This is an optimization exercise on Yosys and OpenROAD, whose aim is small area, a short achievable clock period and few clock cycles per item, not a production implementation.
Where RTL was checked, it was by simulation tests only, not by an equivalence proof against the original.
Power is estimated from default activity; no workload was simulated.

==> flow/design.v (excerpt) <==
module pipelineCpu (
	input  logic           CLK,
	input  logic           RST,
	output cpuPkg::wordT   imemAddr,
	input  cpuPkg::wordT   imemData,
	output cpuPkg::wordT   dmemAddr,
	output cpuPkg::wordT   dmemWData,
	output logic           dmemRead,
	output logic           dmemWrite,
	input  cpuPkg::wordT   dmemRData,
	output logic           wbValid,
	output cpuPkg::regIdxT wbReg,
	output cpuPkg::wordT   wbData
);
Size in the first run: roughly 280 flip-flops, roughly 0.014 mm2 of cells after synthesis.
==> module pipelineCpu, before the edit <==
module pipelineCpu (
	input  logic           CLK,
	input  logic           RST,
	output cpuPkg::wordT   imemAddr,
	input  cpuPkg::wordT   imemData,
	output cpuPkg::wordT   dmemAddr,
	output cpuPkg::wordT   dmemWData,
	output logic           dmemRead,
	output logic           dmemWrite,
	input  cpuPkg::wordT   dmemRData,
	output logic           wbValid,
	output cpuPkg::regIdxT wbReg,
	output cpuPkg::wordT   wbData
);
	cpuPkg::wordT    pc;
	cpuPkg::wordT    nextPc;
	cpuPkg::wordT    seqPc;
	cpuPkg::wordT    brTarget;
	cpuPkg::regIdxT  fRx;
	cpuPkg::regIdxT  fRy;
	logic            fUseRx;
	logic            fUseRy;
	logic            fLoad;
	logic            fStore;
	logic            fLi;
	logic            fRegWrite;
	logic            fB;
	logic            fCond;
	logic            fJr;
	logic            fSub;
	pipePkg::resSelT fResSel;
	cpuPkg::regIdxT  fDest;
	logic [8:0]      fImm;
	logic            fFwdA;
	logic            fFwdB;
	logic            fStall;
	logic            fJrFused;
	logic            fBranch;
	logic            fPred;
	pipePkg::exCtrlT fCtrl;
	logic            exValid;
	pipePkg::exCtrlT ex;
	cpuPkg::wordT    exA;
	cpuPkg::wordT    exB;
	logic            fBypA;
	logic            fBypB;
	cpuPkg::regIdxT  exDest;
	logic [8:0]      exImm;
	cpuPkg::wordT    exAlt;
	cpuPkg::wordT    valA;
	cpuPkg::wordT    valB;
	cpuPkg::wordT    regB;
	cpuPkg::wordT    opA;
	cpuPkg::wordT    opB;
	cpuPkg::wordT    aluResult;
	logic            condTaken;
	logic            redirect;
	cpuPkg::wordT    redirectPc;
	logic [2:0]      memFlags;
	logic            memRegWrite;
	logic            memRead;
	logic            memWrite;
	cpuPkg::regIdxT  memDest;
	cpuPkg::wordT    memStore;
	cpuPkg::wordT    memAlu;
	cpuPkg::wordT    memResult;
	logic            memLoadSel;
	cpuPkg::regIdxT  wbDest;
	cpuPkg::wordT    wbResult;
	assign imemAddr = pc;
	assign fRx = imemData[10:8];
	assign fRy = imemData[7:5];
	instrDecoder decoder (.instr(imemData), .useRx(fUseRx), .useRy(fUseRy), .isLoad(fLoad),
		.isStore(fStore), .isLi(fLi), .regWrite(fRegWrite), .isB(fB), .isCond(fCond),
		.isJr(fJr), .sub(fSub), .resSel(fResSel), .dest(fDest),
		.imm(fImm));
	hazardUnit hazard (.rx(fRx), .ry(fRy), .useRx(fUseRx), .useRy(fUseRy), .storeRy(fStore),
		.exValid(exValid), .exRegWrite(ex.regWrite), .exLoad(ex.memRead), .exDest(exDest),
		.fwdA(fFwdA), .fwdB(fFwdB), .stall(fStall));
	assign fJrFused = fJr && exValid && ex.isLi && exDest == fRx;
	assign fBranch = fCond && imemData[7:0] != 8'd0;
	assign fPred = fB || (fCond && imemData[7]) || fJrFused;
	assign seqPc = pc + 16'd1;
	assign brTarget = seqPc + (fB ? {{5{imemData[10]}}, imemData[10:0]} :
		{{8{imemData[7]}}, imemData[7:0]});
	always_comb
	begin
		if (redirect)
			nextPc = redirectPc;
		else if (fStall)
			nextPc = pc;
		else if (fJrFused)
			nextPc = {8'd0, exImm[7:0]};
		else if (fPred)
			nextPc = brTarget;
		else
			nextPc = seqPc;
	end
	always_ff @(posedge CLK or negedge RST)
	begin
		if (!RST)
			pc <= '0;
		else
			pc <= nextPc;
	end
	always_comb
	begin
		fCtrl.sub = fSub;
		fCtrl.resSel = fResSel;
		fCtrl.regWrite = fRegWrite;
		fCtrl.memRead = fLoad;
		fCtrl.memWrite = fStore;
		fCtrl.branch = fBranch;
		fCtrl.branchNonZero = imemData[11];
		fCtrl.pred = fPred;
		fCtrl.jumpReg = fJr && !fJrFused;
		fCtrl.fwdA = fFwdA;
		fCtrl.fwdB = fFwdB;
		fCtrl.isLi = fLi;
		fCtrl.wbA = fBypA;
		fCtrl.wbB = fBypB;
	end
	pipeReg #(.width(1)) exValidReg (.CLK(CLK), .RST(RST), .d(!redirect && !fStall),
		.q(exValid));
	regFile regs (.CLK(CLK), .RST(RST), .rdA(fRx), .rdB(fRy), .valA(valA), .valB(valB),
		.we(memRegWrite), .wAddr(memDest), .wData(memResult));
	assign fBypA = memRegWrite && memDest == fRx && fUseRx && !fFwdA;
	assign fBypB = memRegWrite && memDest == fRy && (fUseRy || fStore) && !fFwdB;
	always_ff @(posedge CLK)
	begin
		ex <= fCtrl;
		exA <= fFwdA || fBypA || !fUseRx ? '0 : valA;
		exB <= fFwdB || fBypB || !(fUseRy || fStore) ? '0 : valB;
		exDest <= fDest;
		exImm <= fImm;
		exAlt <= fPred ? seqPc : brTarget;
	end
	assign opA = exA | (memAlu & {16{ex.fwdA}}) | (wbResult & {16{ex.wbA}});
	assign regB = exB | (memAlu & {16{ex.fwdB}}) | (wbResult & {16{ex.wbB}});
	assign opB = (regB & {16{!ex.memWrite}}) | {{7{exImm[8]}}, exImm};
	executeStage execute (.ctrl(ex), .opA(opA), .opB(opB), .aluResult(aluResult));
	assign condTaken = (opA == '0) ^ ex.branchNonZero;
	assign redirect = exValid && (ex.jumpReg || (ex.branch && condTaken != ex.pred));
	assign redirectPc = ex.jumpReg ? opA : exAlt;
	pipeReg #(.width(3)) memFlagReg (.CLK(CLK), .RST(RST),
		.d({exValid && ex.regWrite, exValid && ex.memRead, exValid && ex.memWrite}),
		.q(memFlags));
	assign {memRegWrite, memRead, memWrite} = memFlags;
	always_ff @(posedge CLK)
	begin
		memDest <= exDest;
		memAlu <= aluResult;
		memStore <= regB;
		memLoadSel <= ex.memRead;
	end
	assign dmemAddr = memAlu;
	assign dmemWData = memStore;
	assign dmemRead = memRead;
	assign dmemWrite = memWrite;
	assign memResult = memLoadSel ? dmemRData : memAlu;
	pipeReg #(.width(1)) wbFlagReg (.CLK(CLK), .RST(RST), .d(memRegWrite), .q(wbValid));
	always_ff @(posedge CLK)
	begin
		wbDest <= memDest;
		wbResult <= memResult;
	end
	assign wbReg = wbDest;
	assign wbData = wbResult;
endmodule
export LEC_CHECK = 0
export ABC_AREA = 1
export CAP_MARGIN = 20
export CORE_MARGIN = 2
export CORE_UTILIZATION = 40
export CTS_BUF_LIST = sky130_fd_sc_hd__clkbuf_8
export CTS_CLUSTER_SIZE = 30
export SETUP_SLACK_MARGIN = 3.5
export SLEW_MARGIN = 20
create_clock -name core_clock -period 6.2 [get_ports {CLK}]
standard.sh (not shown) runs the stock make flow with config.mk's settings and CLKGATE_MAP_FILE= SYNTH_SCRIPT=/design/flow/synth_recipe.tcl, a recipe that flattens the netlist after the stock synthesis.
==> flow/flow/run.sh <==
#!/bin/bash
# standard layout, with port buffers of a small plain buffer cell
export BUFFER_PORTS_ARGS="-buffer_cell sky130_fd_sc_hd__buf_1"
export CTS_ARGS="-sink_clustering_enable -repair_clock_nets -buf_list sky130_fd_sc_hd__clkbuf_8 -sink_clustering_size 14 -sink_clustering_max_diameter 100 -dont_use_dummy_load"
bash standard.sh > standard.log 2>&1
Edit:
--- a/flow/design.v
+++ b/flow/design.v
@@ -38,8 +38,6 @@
 		logic   jumpReg;     
 		logic   fwdA;        
 		logic   fwdB;
-		logic   wbA;         
-		logic   wbB;
 		logic   isLi;
 	} exCtrlT;
 endpackage
@@ -261,7 +259,6 @@
 	cpuPkg::wordT    memStore;
 	cpuPkg::wordT    memAlu;
 	cpuPkg::wordT    memResult;
-	logic            memLoadSel;
 	cpuPkg::regIdxT  wbDest;
 	cpuPkg::wordT    wbResult;
 	assign imemAddr = pc;
@@ -314,26 +311,24 @@
 		fCtrl.fwdA = fFwdA;
 		fCtrl.fwdB = fFwdB;
 		fCtrl.isLi = fLi;
-		fCtrl.wbA = fBypA;
-		fCtrl.wbB = fBypB;
 	end
 	pipeReg #(.width(1)) exValidReg (.CLK(CLK), .RST(RST), .d(!redirect && !fStall),
 		.q(exValid));
 	regFile regs (.CLK(CLK), .RST(RST), .rdA(fRx), .rdB(fRy), .valA(valA), .valB(valB),
 		.we(memRegWrite), .wAddr(memDest), .wData(memResult));
-	assign fBypA = memRegWrite && memDest == fRx && fUseRx && !fFwdA;
-	assign fBypB = memRegWrite && memDest == fRy && (fUseRy || fStore) && !fFwdB;
+	assign fBypA = memRegWrite && memDest == fRx;
+	assign fBypB = memRegWrite && memDest == fRy;
 	always_ff @(posedge CLK)
 	begin
 		ex <= fCtrl;
-		exA <= fFwdA || fBypA || !fUseRx ? '0 : valA;
-		exB <= fFwdB || fBypB || !(fUseRy || fStore) ? '0 : valB;
+		exA <= fFwdA || !fUseRx ? '0 : (fBypA ? memResult : valA);
+		exB <= fFwdB || !(fUseRy || fStore) ? '0 : (fBypB ? memResult : valB);
 		exDest <= fDest;
 		exImm <= fImm;
 		exAlt <= fPred ? seqPc : brTarget;
 	end
-	assign opA = exA | (memAlu & {16{ex.fwdA}}) | (wbResult & {16{ex.wbA}});
-	assign regB = exB | (memAlu & {16{ex.fwdB}}) | (wbResult & {16{ex.wbB}});
+	assign opA = exA | (memAlu & {16{ex.fwdA}});
+	assign regB = exB | (memAlu & {16{ex.fwdB}});
 	assign opB = (regB & {16{!ex.memWrite}}) | {{7{exImm[8]}}, exImm};
 	executeStage execute (.ctrl(ex), .opA(opA), .opB(opB), .aluResult(aluResult));
 	assign condTaken = (opA == '0) ^ ex.branchNonZero;
@@ -348,13 +343,12 @@
 		memDest <= exDest;
 		memAlu <= aluResult;
 		memStore <= regB;
-		memLoadSel <= ex.memRead;
 	end
 	assign dmemAddr = memAlu;
 	assign dmemWData = memStore;
 	assign dmemRead = memRead;
 	assign dmemWrite = memWrite;
-	assign memResult = memLoadSel ? dmemRData : memAlu;
+	assign memResult = memRead ? dmemRData : memAlu;
 	pipeReg #(.width(1)) wbFlagReg (.CLK(CLK), .RST(RST), .d(memRegWrite), .q(wbValid));
 	always_ff @(posedge CLK)
 	begin
Result:
- routed wire length drops by 3.4%
- sequential power shrinks by about 2%
- power goes down by 8.2%
- synthesized cell count falls by about 0.44%
- hold slack degrades by 0.039 ns
- global-route usage went down by 0.52 points
- synthesized area went down by 1.5%
- combinational power came out lower by 17%
Testbench counts after the change, summed over its fixed seeds: cycles 10,648, instrs 10,210.
Only the layout flow was run in the first run of this note; the RTL was not checked for function there.

pipelineCpu, a different RTL version from the one above (not shown whole).
For scale: roughly 1800 cells after synthesis, roughly 280 flip-flops, ~0.015 mm² of cells after synthesis.
==> module pipelineCpu, before the edit <==
module pipelineCpu (
	input  logic           CLK,
	input  logic           RST,
	output cpuPkg::wordT   imemAddr,
	input  cpuPkg::wordT   imemData,
	output cpuPkg::wordT   dmemAddr,
	output cpuPkg::wordT   dmemWData,
	output logic           dmemRead,
	output logic           dmemWrite,
	input  cpuPkg::wordT   dmemRData,
	output logic           wbValid,
	output cpuPkg::regIdxT wbReg,
	output cpuPkg::wordT   wbData
);
	cpuPkg::wordT    pc;
	cpuPkg::wordT    nextPc;
	cpuPkg::wordT    seqPc;
	cpuPkg::wordT    brTarget;
	cpuPkg::wordT    condTarget;
	cpuPkg::wordT    jumpTarget;
	cpuPkg::regIdxT  fRx;
	cpuPkg::regIdxT  fRy;
	logic            fUseRx;
	logic            fUseRy;
	logic            fLoad;
	logic            fStore;
	logic            fLi;
	logic            fRegWrite;
	logic            fB;
	logic            fCond;
	logic            fJr;
	logic            fSub;
	pipePkg::resSelT fResSel;
	cpuPkg::regIdxT  fDest;
	logic [8:0]      fImm;
	logic            fFwdA;
	logic            fFwdB;
	logic            fStall;
	logic            fJrFused;
	logic            fBranch;
	logic            fPred;
	pipePkg::exCtrlT fCtrl;
	logic            exValid;
	pipePkg::exCtrlT ex;
	cpuPkg::wordT    exA;
	cpuPkg::wordT    exB;
	logic            fBypA;
	logic            fBypB;
	cpuPkg::regIdxT  exDest;
	logic [8:0]      exImm;
	cpuPkg::wordT    exAlt;
	cpuPkg::wordT    valA;
	cpuPkg::wordT    valB;
	cpuPkg::wordT    regB;
	cpuPkg::wordT    opA;
	cpuPkg::wordT    opB;
	cpuPkg::wordT    aluResult;
	logic            condTaken;
	logic            redirect;
	cpuPkg::wordT    redirectPc;
	logic [2:0]      memFlags;
	logic            memRegWrite;
	logic            memRead;
	logic            memWrite;
	cpuPkg::regIdxT  memDest;
	cpuPkg::wordT    memStore;
	cpuPkg::wordT    memAlu;
	cpuPkg::wordT    memResult;
	cpuPkg::regIdxT  wbDest;
	cpuPkg::wordT    wbResult;
	assign imemAddr = pc;
	assign fRx = imemData[10:8];
	assign fRy = imemData[7:5];
	instrDecoder decoder (.instr(imemData), .useRx(fUseRx), .useRy(fUseRy), .isLoad(fLoad),
		.isStore(fStore), .isLi(fLi), .regWrite(fRegWrite), .isB(fB), .isCond(fCond),
		.isJr(fJr), .sub(fSub), .resSel(fResSel), .dest(fDest),
		.imm(fImm));
	hazardUnit hazard (.rx(fRx), .ry(fRy), .useRx(fUseRx), .useRy(fUseRy), .storeRy(fStore),
		.exValid(exValid), .exRegWrite(ex.regWrite), .exLoad(ex.memRead), .exDest(exDest),
		.fwdA(fFwdA), .fwdB(fFwdB), .stall(fStall));
	assign fJrFused = fJr && exValid && ex.isLi && exDest == fRx;
	assign fBranch = fCond && imemData[7:0] != 8'd0;
	assign fPred = fB || (fCond && imemData[7]) || fJrFused;
	assign seqPc = pc + 16'd1;
	assign condTarget = seqPc + {{8{imemData[7]}}, imemData[7:0]};
	assign jumpTarget = seqPc + {{5{imemData[10]}}, imemData[10:0]};
	assign brTarget = fB ? jumpTarget : condTarget;
	always_comb
	begin
		if (redirect)
			nextPc = redirectPc;
		else if (fStall)
			nextPc = pc;
		else if (fJrFused)
			nextPc = {8'd0, exImm[7:0]};
		else if (fPred)
			nextPc = brTarget;
		else
			nextPc = seqPc;
	end
	always_ff @(posedge CLK or negedge RST)
	begin
		if (!RST)
			pc <= '0;
		else
			pc <= nextPc;
	end
	always_comb
	begin
		fCtrl.sub = fSub;
		fCtrl.resSel = fResSel;
		fCtrl.regWrite = fRegWrite;
		fCtrl.memRead = fLoad;
		fCtrl.memWrite = fStore;
		fCtrl.branch = fBranch;
		fCtrl.branchNonZero = imemData[11];
		fCtrl.pred = fPred;
		fCtrl.jumpReg = fJr && !fJrFused;
		fCtrl.fwdA = fFwdA;
		fCtrl.fwdB = fFwdB;
		fCtrl.isLi = fLi;
	end
	pipeReg #(.width(1)) exValidReg (.CLK(CLK), .RST(RST), .d(!redirect && !fStall),
		.q(exValid));
	regFile regs (.CLK(CLK), .RST(RST), .rdA(fRx), .rdB(fRy), .valA(valA), .valB(valB),
		.we(memRegWrite), .wAddr(memDest), .wData(memResult));
	assign fBypA = memRegWrite && memDest == fRx;
	assign fBypB = memRegWrite && memDest == fRy;
	always_ff @(posedge CLK)
	begin
		ex <= fCtrl;
		exA <= fFwdA || !fUseRx ? '0 : (fBypA ? memResult : valA);
		exB <= fFwdB || !(fUseRy || fStore) ? '0 : (fBypB ? memResult : valB);
		exDest <= fDest;
		exImm <= fImm;
		exAlt <= fPred ? seqPc : condTarget;
	end
	assign opA = exA | (memAlu & {16{ex.fwdA}});
	assign regB = exB | (memAlu & {16{ex.fwdB}});
	assign opB = (regB & {16{!ex.memWrite}}) | {{7{exImm[8]}}, exImm};
	executeStage execute (.ctrl(ex), .opA(opA), .opB(opB), .aluResult(aluResult));
	assign condTaken = (opA == '0) ^ ex.branchNonZero;
	assign redirect = exValid && (ex.jumpReg || (ex.branch && condTaken != ex.pred));
	assign redirectPc = ex.jumpReg ? opA : exAlt;
	pipeReg #(.width(3)) memFlagReg (.CLK(CLK), .RST(RST),
		.d({exValid && ex.regWrite, exValid && ex.memRead, exValid && ex.memWrite}),
		.q(memFlags));
	assign {memRegWrite, memRead, memWrite} = memFlags;
	always_ff @(posedge CLK)
	begin
		memDest <= exDest;
		memAlu <= aluResult;
		memStore <= regB;
	end
	assign dmemAddr = memAlu;
	assign dmemWData = memStore;
	assign dmemRead = memRead;
	assign dmemWrite = memWrite;
	assign memResult = memRead ? dmemRData : memAlu;
	pipeReg #(.width(1)) wbFlagReg (.CLK(CLK), .RST(RST), .d(memRegWrite), .q(wbValid));
	always_ff @(posedge CLK)
	begin
		wbDest <= memDest;
		wbResult <= memResult;
	end
	assign wbReg = wbDest;
	assign wbData = wbResult;
endmodule
export LEC_CHECK = 0
export ABC_AREA = 1
export CAP_MARGIN = 20
export CORE_MARGIN = 2
export CORE_UTILIZATION = 40
export CTS_BUF_LIST = sky130_fd_sc_hd__clkbuf_8
export CTS_CLUSTER_SIZE = 30
export SETUP_SLACK_MARGIN = 3.0
export SLEW_MARGIN = 20
create_clock -name core_clock -period 6.2 [get_ports {CLK}]
==> flow/flow/run.sh <==
#!/bin/bash
# standard layout, with port buffers of a small plain buffer cell
export BUFFER_PORTS_ARGS="-buffer_cell sky130_fd_sc_hd__buf_1"
export CTS_ARGS="-sink_clustering_enable -repair_clock_nets -buf_list sky130_fd_sc_hd__clkbuf_8 -sink_clustering_size 16 -sink_clustering_max_diameter 100 -dont_use_dummy_load"
bash standard.sh > standard.log 2>&1
Then changed:
--- a/flow/design.v
+++ b/flow/design.v
@@ -212,6 +212,4 @@
 	cpuPkg::wordT    seqPc;
 	cpuPkg::wordT    brTarget;
-	cpuPkg::wordT    condTarget;
-	cpuPkg::wordT    jumpTarget;
 	cpuPkg::regIdxT  fRx;
 	cpuPkg::regIdxT  fRy;
@@ -278,7 +276,6 @@
 	assign fPred = fB || (fCond && imemData[7]) || fJrFused;
 	assign seqPc = pc + 16'd1;
-	assign condTarget = seqPc + {{8{imemData[7]}}, imemData[7:0]};
-	assign jumpTarget = seqPc + {{5{imemData[10]}}, imemData[10:0]};
-	assign brTarget = fB ? jumpTarget : condTarget;
+	assign brTarget = seqPc + (fB ? {{5{imemData[10]}}, imemData[10:0]} :
+		{{8{imemData[7]}}, imemData[7:0]});
 	always_comb
 	begin
@@ -329,5 +326,5 @@
 		exDest <= fDest;
 		exImm <= fImm;
-		exAlt <= fPred ? seqPc : condTarget;
+		exAlt <= fPred ? seqPc : brTarget;
 	end
 	assign opA = exA | (memAlu & {16{ex.fwdA}});
Effect:
- The changed run passed the timing, DRC and antenna checks
- routed wire length went down by about 9%
- hold slack loses 0.018 ns
- power came out lower by about 11%
- synthesized area came out lower by about 6%
- clock skew decreases by 0.011 ns
Testbench counts after the change, summed over its fixed seeds: cycles 10,648, instrs 10,210.
For the first run of this note, only the layout was checked, not whether the RTL still works.

## separate check: timing with driven ports
In the flow no input, the clock included, has a driving cell. The finished layouts below were timed again as built, in two steps. Step 1 (the two cells are an assumption about what drives the block):
set clk [get_ports {CLK}]
set_driving_cell -lib_cell sky130_fd_sc_hd__clkbuf_16 $clk
set_driving_cell -lib_cell sky130_fd_sc_hd__buf_2 [delete_from_list [all_inputs] $clk]
Step 2, shift: input delay + t, output delay - t, t = (earliest + latest rising clock arrival at the registers) / 2. This alone moves slack from input paths to output paths. a / b / c = no drivers / after step 1 / after step 2; a / b = the first two.
run	t (ns)	slack for setup (ns)	worst setup path after step 2	slew at the worst register clock pin (ns)
the first run of note 1	0.619	3.433 / 3.433 / 2.817	input to register	0.11 / 0.11
the second run of note 1	0.617	3.446 / 3.452 / 2.835	input to register	0.12 / 0.12
the first run of note 2	0.603	2.967 / 2.989 / 2.387	input to register	0.12 / 0.12
the second run of note 2	0.597	3.124 / 3.142 / 2.545	input to register	0.12 / 0.12
After both steps setup and hold are still met in every run listed. The setup slack of the first run of note 1, which loses most, moves by 0.000 ns with the drivers and by -0.616 ns with both steps.
